From an optimization exercise on the open Yosys and OpenROAD flow, aimed at small area; shortcuts taken in it are not production practice.
Function was checked by simulation only, so behaviour that the tests miss may differ from the original.
Power and IR drop assume default switching activity.

## maple
## calc1
module calc1 (
  input  logic        c_clk,
  input  logic        reset,
  input  logic [3:0]  req1_cmd_in,
  input  logic [3:0]  req2_cmd_in,
  input  logic [3:0]  req3_cmd_in,
  input  logic [3:0]  req4_cmd_in,
  input  logic [31:0] req1_data_in,
  input  logic [31:0] req2_data_in,
  input  logic [31:0] req3_data_in,
  input  logic [31:0] req4_data_in,
  output logic [1:0]  out_resp1,
  output logic [1:0]  out_resp2,
  output logic [1:0]  out_resp3,
  output logic [1:0]  out_resp4,
  output logic [31:0] out_data1,
  output logic [31:0] out_data2,
  output logic [31:0] out_data3,
  output logic [31:0] out_data4
);
==> module calc1_channel, before the edit <==
module calc1_channel (
  input  logic              c_clk,
  input  logic              reset,
  input  logic [CMD_W-1:0]  cmd_i,
  input  logic [DATA_W-1:0] data_i,
  output logic [RESP_W-1:0] resp_o,
  output logic [DATA_W-1:0] data_o
);
  logic [1:0]        st_q;
  logic [2:0]        k_q;      
  logic [DATA_W-1:0] r_q;
  logic [2:0]        k_cmd;
  logic [2:0]        k_res;
  logic [DATA_W-1:0] r_rev;
  logic [DATA_W-1:0] r_d;
  logic [DATA_W-1:0] shl_c;
  logic [DATA_W:0]   sum_c;
  logic              accept;
  logic              sub;
  logic              shift;
  logic              inv;
  always_comb begin
    for (int i = 0; i < DATA_W; i++) r_rev[i] = r_q[DATA_W-1-i];
  end
  always_comb begin
    case (cmd_i)
      CMD_ADD: k_cmd = 3'b000;
      CMD_SUB: k_cmd = 3'b001;
      CMD_SHL: k_cmd = 3'b010;
      CMD_SHR: k_cmd = 3'b110;
      default: k_cmd = 3'b111;
    endcase
  end
  assign accept = st_q[0] == st_q[1];    
  assign inv    = k_q == 3'b111;
  assign sub    = k_q[0];
  assign shift  = k_q[1];
  logic [DATA_W-1:0] bx;
  logic [DATA_W-1:0] pp;
  logic [DATA_W-1:0] gg;
  logic [DATA_W-1:0] pg;
  always_comb begin
    bx = data_i ^ {DATA_W{sub}};
    pp = r_q ^ bx;
    gg = r_q & bx;
    gg[0] = gg[0] | (pp[0] & sub);
    pg = pp;
    for (int d = 1; d < DATA_W; d = d * 2)
      for (int i = 2 * d - 1; i < DATA_W; i = i + 2 * d) begin
        gg[i] = gg[i] | (pg[i] & gg[i-d]);
        pg[i] = pg[i] & pg[i-d];
      end
    for (int d = DATA_W / 4; d >= 1; d = d / 2)
      for (int i = 3 * d - 1; i < DATA_W; i = i + 2 * d) begin
        gg[i] = gg[i] | (pg[i] & gg[i-d]);
        pg[i] = pg[i] & pg[i-d];
      end
    sum_c[0] = pp[0] ^ sub;
    for (int i = 1; i < DATA_W; i++) sum_c[i] = pp[i] ^ gg[i-1];
    sum_c[DATA_W] = gg[DATA_W-1];
  end
  assign shl_c = r_q << data_i[SHAMT_W-1:0];
  always_comb begin
    if (inv)                k_res = {1'b0, RESP_INVALID};
    else if (shift)         k_res = {k_q[2], RESP_OK};
    else if (sum_c[DATA_W] ^ sub) k_res = {1'b0, RESP_ERR};
    else                    k_res = {1'b0, RESP_OK};
  end
  logic              sel_in;
  logic              sel_inr;
  logic              sel_sum;
  logic              sel_shl;
  logic              sel_hold;
  logic [DATA_W-1:0] d_rev;
  always_comb begin
    for (int i = 0; i < DATA_W; i++) d_rev[i] = data_i[DATA_W-1-i];
  end
  assign sel_in   = accept && cmd_i != CMD_SHR;
  assign sel_inr  = accept && cmd_i == CMD_SHR;
  assign sel_sum  = st_q == ST_OP2 && !shift;
  assign sel_shl  = st_q == ST_OP2 && shift;
  assign sel_hold = st_q == ST_EXEC;
  assign r_d = ({DATA_W{sel_in}} & data_i) | ({DATA_W{sel_inr}} & d_rev) |
               ({DATA_W{sel_sum}} & sum_c[DATA_W-1:0]) | ({DATA_W{sel_shl}} & shl_c) |
               ({DATA_W{sel_hold}} & r_q);
  always_ff @(posedge c_clk) begin
    r_q <= r_d;
    if (accept) k_q <= k_cmd;
    else if (st_q == ST_OP2) k_q <= k_res;
  end
  always_ff @(posedge c_clk) begin
    if (!reset) begin
      st_q <= ST_IDLE;
    end else begin
      case (st_q)
        ST_OP2:  st_q <= ST_EXEC;
        ST_EXEC: st_q <= ST_SHOW;
        default: st_q <= (cmd_i != CMD_NOP) ? ST_OP2 : ST_IDLE;
      endcase
    end
  end
  logic show;
  logic ok;
  assign show   = st_q == ST_SHOW;
  assign ok     = show && k_q[1:0] == RESP_OK;
  assign resp_o = show ? k_q[1:0] : RESP_NONE;
  assign data_o = ok ? (k_q[2] ? r_rev : r_q) : '0;
endmodule
make LEC_CHECK=0 CAP_MARGIN=20 CORE_MARGIN=2 CORE_UTILIZATION=40 SLEW_MARGIN=20 finish   # period 5.0 ns
run.sh (not shown) runs the stock make flow with config.mk's settings and CLKGATE_MAP_FILE= SYNTH_SCRIPT=/design/flow/synth_recipe.tcl, a recipe that flattens the netlist after the stock synthesis.
Modified inputs, garnet compared to maple
--- a/flow/design.v
+++ b/flow/design.v
@@ -57,28 +57,5 @@
   assign sub    = k_q[0];
   assign shift  = k_q[1];
-  logic [DATA_W-1:0] bx;
-  logic [DATA_W-1:0] pp;
-  logic [DATA_W-1:0] gg;
-  logic [DATA_W-1:0] pg;
-  always_comb begin
-    bx = data_i ^ {DATA_W{sub}};
-    pp = r_q ^ bx;
-    gg = r_q & bx;
-    gg[0] = gg[0] | (pp[0] & sub);
-    pg = pp;
-    for (int d = 1; d < DATA_W; d = d * 2)
-      for (int i = 2 * d - 1; i < DATA_W; i = i + 2 * d) begin
-        gg[i] = gg[i] | (pg[i] & gg[i-d]);
-        pg[i] = pg[i] & pg[i-d];
-      end
-    for (int d = DATA_W / 4; d >= 1; d = d / 2)
-      for (int i = 3 * d - 1; i < DATA_W; i = i + 2 * d) begin
-        gg[i] = gg[i] | (pg[i] & gg[i-d]);
-        pg[i] = pg[i] & pg[i-d];
-      end
-    sum_c[0] = pp[0] ^ sub;
-    for (int i = 1; i < DATA_W; i++) sum_c[i] = pp[i] ^ gg[i-1];
-    sum_c[DATA_W] = gg[DATA_W-1];
-  end
+  assign sum_c = {1'b0, r_q} + {1'b0, data_i ^ {DATA_W{sub}}} + {{DATA_W{1'b0}}, sub};
   assign shl_c = r_q << data_i[SHAMT_W-1:0];
   always_comb begin
@@ -88,21 +65,15 @@
     else                    k_res = {1'b0, RESP_OK};
   end
-  logic              sel_in;
-  logic              sel_inr;
-  logic              sel_sum;
-  logic              sel_shl;
-  logic              sel_hold;
-  logic [DATA_W-1:0] d_rev;
   always_comb begin
-    for (int i = 0; i < DATA_W; i++) d_rev[i] = data_i[DATA_W-1-i];
+    if (accept) begin
+      r_d = data_i;
+      if (cmd_i == CMD_SHR)
+        for (int i = 0; i < DATA_W; i++) r_d[i] = data_i[DATA_W-1-i];
+    end else if (st_q == ST_OP2) begin
+      r_d = shift ? shl_c : sum_c[DATA_W-1:0];
+    end else begin
+      r_d = r_q;
+    end
   end
-  assign sel_in   = accept && cmd_i != CMD_SHR;
-  assign sel_inr  = accept && cmd_i == CMD_SHR;
-  assign sel_sum  = st_q == ST_OP2 && !shift;
-  assign sel_shl  = st_q == ST_OP2 && shift;
-  assign sel_hold = st_q == ST_EXEC;
-  assign r_d = ({DATA_W{sel_in}} & data_i) | ({DATA_W{sel_inr}} & d_rev) |
-               ({DATA_W{sel_sum}} & sum_c[DATA_W-1:0]) | ({DATA_W{sel_shl}} & shl_c) |
-               ({DATA_W{sel_hold}} & r_q);
   always_ff @(posedge c_clk) begin
     r_q <= r_d;
--- outcome ---
garnet vs. maple: area added between synthesis and finish dropped 2.6 points, switching power climbed 2.5 mW. Re fraction of synthesized area in multiplexers: maple and garnet aren't equal, and the lower value belongs to garnet. Depth of the critical timing path with buffers and inverters included was lower in the run labelled garnet. The final antenna diode count in garnet was lower than what maple gave. Max via count of the first global-routing pass across maple and garnet: garnet. The wire length per cell reported for garnet is smaller than that of maple by 1.5 um.

static timing again, ports no longer ideal:
In the flow no input, the clock included, has a driving cell. The finished layouts below were timed again as built, in two steps.
Step 1 (the two cells are an assumption about what drives the block):
set clk [get_ports {c_clk}]
set_driving_cell -lib_cell sky130_fd_sc_hd__clkbuf_16 $clk
set_driving_cell -lib_cell sky130_fd_sc_hd__buf_2 [delete_from_list [all_inputs] $clk]
Step 2 moves the port delays by t, midway between the first and last clock arrival at a register: inputs arrive t later, outputs are due t later. That takes back most of the time a late clock gives input paths.
Slacks: ideal / step 1 / step 2; pairs: ideal / step 1.
run	shift t [ns]	slack for setup (ns)	worst hold slack (ns)	clock arrival spread, ns	slew at the worst register clock pin (ns)
maple	0.547	0.625 / 0.636 / 0.103	0.663 / 0.663 / 0.663	0.014 / 0.014	0.07 / 0.07
garnet	0.546	0.832 / 0.814 / 0.317	0.672 / 0.672 / 0.672	0.011 / 0.010	0.07 / 0.07
After both steps every run listed still meets setup and hold. For maple, which loses most, drivers alone change the setup slack by +0.011 ns; drivers and shift together by -0.522 ns.
